Background: an optimization exercise with open tools, aiming at small area. Do not read the settings as production practice. The RTL was checked by simulation tests, not by an equivalence proof against the original design. No activity file was given, so power comes from the tool's default toggle rates.

// axis_pingpong_frame_buffer
module axis_pingpong_frame_buffer #(
   parameter int DATA_WIDTH = 32,
   parameter int FRAME_LEN  = 24,
   parameter int CNT_WIDTH  = 16
) (
   input  logic                         i_clk,
   input  logic                         i_rst,
   input  logic [DATA_WIDTH-1:0]        s_axis_tdata,
   input  logic                         s_axis_tvalid,
   output logic                         s_axis_tready,
   output logic [DATA_WIDTH-1:0]        m_axis_tdata,
   output logic                         m_axis_tvalid,
   input  logic                         m_axis_tready,
   output logic                         m_axis_tlast,
   output logic [1:0]                   o_bank_full,
   output logic [CNT_WIDTH-1:0]         o_frame_cnt
);
Size: roughly 1800 cells after synthesis, about 1600 flip-flops, about 49000 um2 of cells after synthesis.
Settings: LEC_CHECK=0, CAP_MARGIN=20, CORE_MARGIN=2, CORE_UTILIZATION=45, PLACE_DENSITY=0.6, SLEW_MARGIN=20; clock period 5.0 ns.
standard.sh (not shown) runs the stock make flow with config.mk's settings and CLKGATE_MAP_FILE= SYNTH_SCRIPT=/design/flow/synth_recipe.tcl, a recipe that flattens the netlist after the stock synthesis.
==> flow/flow/run.sh <==
#!/bin/bash
# Own layout flow: the standard ORFS flow (standard.sh, unchanged synthesis),
# with smaller port buffers and a clock tree built from clkbuf_8 leaf clusters
# without dummy loads. Each tool's output goes to a log file in the work folder.
set -euo pipefail
export BUFFER_PORTS_ARGS="-buffer_cell sky130_fd_sc_hd__buf_1"
export CTS_ARGS="-sink_clustering_enable -repair_clock_nets -buf_list sky130_fd_sc_hd__clkbuf_8 -sink_clustering_size 18 -sink_clustering_max_diameter 60 -dont_use_dummy_load"
bash standard.sh > standard.log 2>&1
Next try:
==> flow/flow/run.sh (replaced) <==
#!/bin/bash
# Own layout flow: the standard ORFS flow (standard.sh, unchanged synthesis),
# with buf_1 port buffers and a clock tree of sized leaf clusters without
# dummy loads (settings in flow/cts.env). Output goes to standard.log.
set -euo pipefail
source flow/cts.env
export BUFFER_PORTS_ARGS="-buffer_cell sky130_fd_sc_hd__buf_1"
export CTS_ARGS="-sink_clustering_enable -repair_clock_nets -buf_list $CTS_BUF -sink_clustering_size $CTS_SIZE -sink_clustering_max_diameter $CTS_DIAM -dont_use_dummy_load"
bash standard.sh > standard.log 2>&1
==> flow/flow/cts.env (new file) <==
CTS_BUF=sky130_fd_sc_hd__clkbuf_16; CTS_SIZE=36; CTS_DIAM=50
Cell count stays flat.
Sequential power hardly moves.
Clock power grows by 40%.
Fmax barely changes.
Design area grows by 2.4%.
Routed wire length shrinks by 0.68%.
Worst setup slack is better by 0.0045 ns.
Clock skew shrinks by 0.015 ns.
Clock-buffer cell count grows by 3.
Area after synthesis is unchanged.
Next try:
==> flow/flow/cts.env (replaced) <==
CTS_BUF=sky130_fd_sc_hd__clkbuf_8; CTS_SIZE=18; CTS_DIAM=60
- CAP_MARGIN: 20 -> 0
- CORE_UTILIZATION: 45 -> 60
- PLACE_DENSITY: 0.6 -> 0.85
- SLEW_MARGIN: 20 -> 0
What happened: The new run produced a clean layout. Global-route usage went up by 3.9 points. Sequential share of layout area went up by 3.1 points. Routed wire length went up by 3.5%. Cell area went down by 3.4%. Worst setup slack degrades by 0.10 ns. Count of clock-buffer cells in the layout went down by 7. Hold slack improves by 0.0044 ns.
Next try:
==> flow/run.sh (new file) <==
#!/bin/bash
# synth_recipe.tcl (not shown) runs the flow's synth.tcl, then flattens the netlist and writes it again
# the make line also repeats each setting of config.mk as NAME=value (left out here)
make -C /OpenROAD-flow-scripts/flow DESIGN_CONFIG=/design/flow/config.mk WORK_HOME=/design/flow/orfs CLKGATE_MAP_FILE= SYNTH_SCRIPT=/design/flow/synth_recipe.tcl finish
- CAP_MARGIN: 0 -> 20
- CORE_UTILIZATION: 60 -> 45
- CTS_BUF_LIST: default -> sky130_fd_sc_hd__clkbuf_8
- CTS_CLUSTER_DIAMETER: default -> 60
- CTS_CLUSTER_SIZE: default -> 20
- PLACE_DENSITY: 0.85 -> 0.6
- SLEW_MARGIN: 0 -> 20
removed: flow/flow/run.sh
removed: flow/flow/cts.env
removed: flow/standard.sh
=> Design area rose by a few percent. Global-route usage falls by 3.5 points. Sequential power hardly moves.

==> separate check: timing with driven ports <==
The results above use ideal ports. As a check the final layouts listed here were re-extracted and re-timed, cells and wires unchanged. Step 1: set_driving_cell puts a clkbuf_16 on i_clk and a buf_2 on each other input, an assumption about the parent block. Step 2 adds t to the input delays and takes it off the output delays; t is the mean of the earliest and latest rising clock arrival at the registers after step 1. Input paths then give back, and output paths get back, about the clock's delay inside the block. Slacks: no drivers / after step 1 / after step 2; pairs: no drivers / after step 1.
run | t, ns | slack for setup (ns) | worst setup path after step 2 | latest minus earliest clock arrival (ns)
the first run | 0.778 | 1.974 / 1.974 / 1.451 | input to register | 0.132 / 0.132
the second run | 0.719 | 1.979 / 1.979 / 1.429 | input to register | 0.094 / 0.094
the third run | 0.744 | 1.875 / 1.875 / 1.347 | input to register | 0.092 / 0.092
the fourth run | 0.814 | 1.975 / 1.971 / 1.157 | input to register | 0.055 / 0.054
After both steps setup and hold are still met in every run listed. For the fourth run, which loses most, drivers alone change the setup slack by -0.004 ns; drivers and shift together by -0.818 ns.
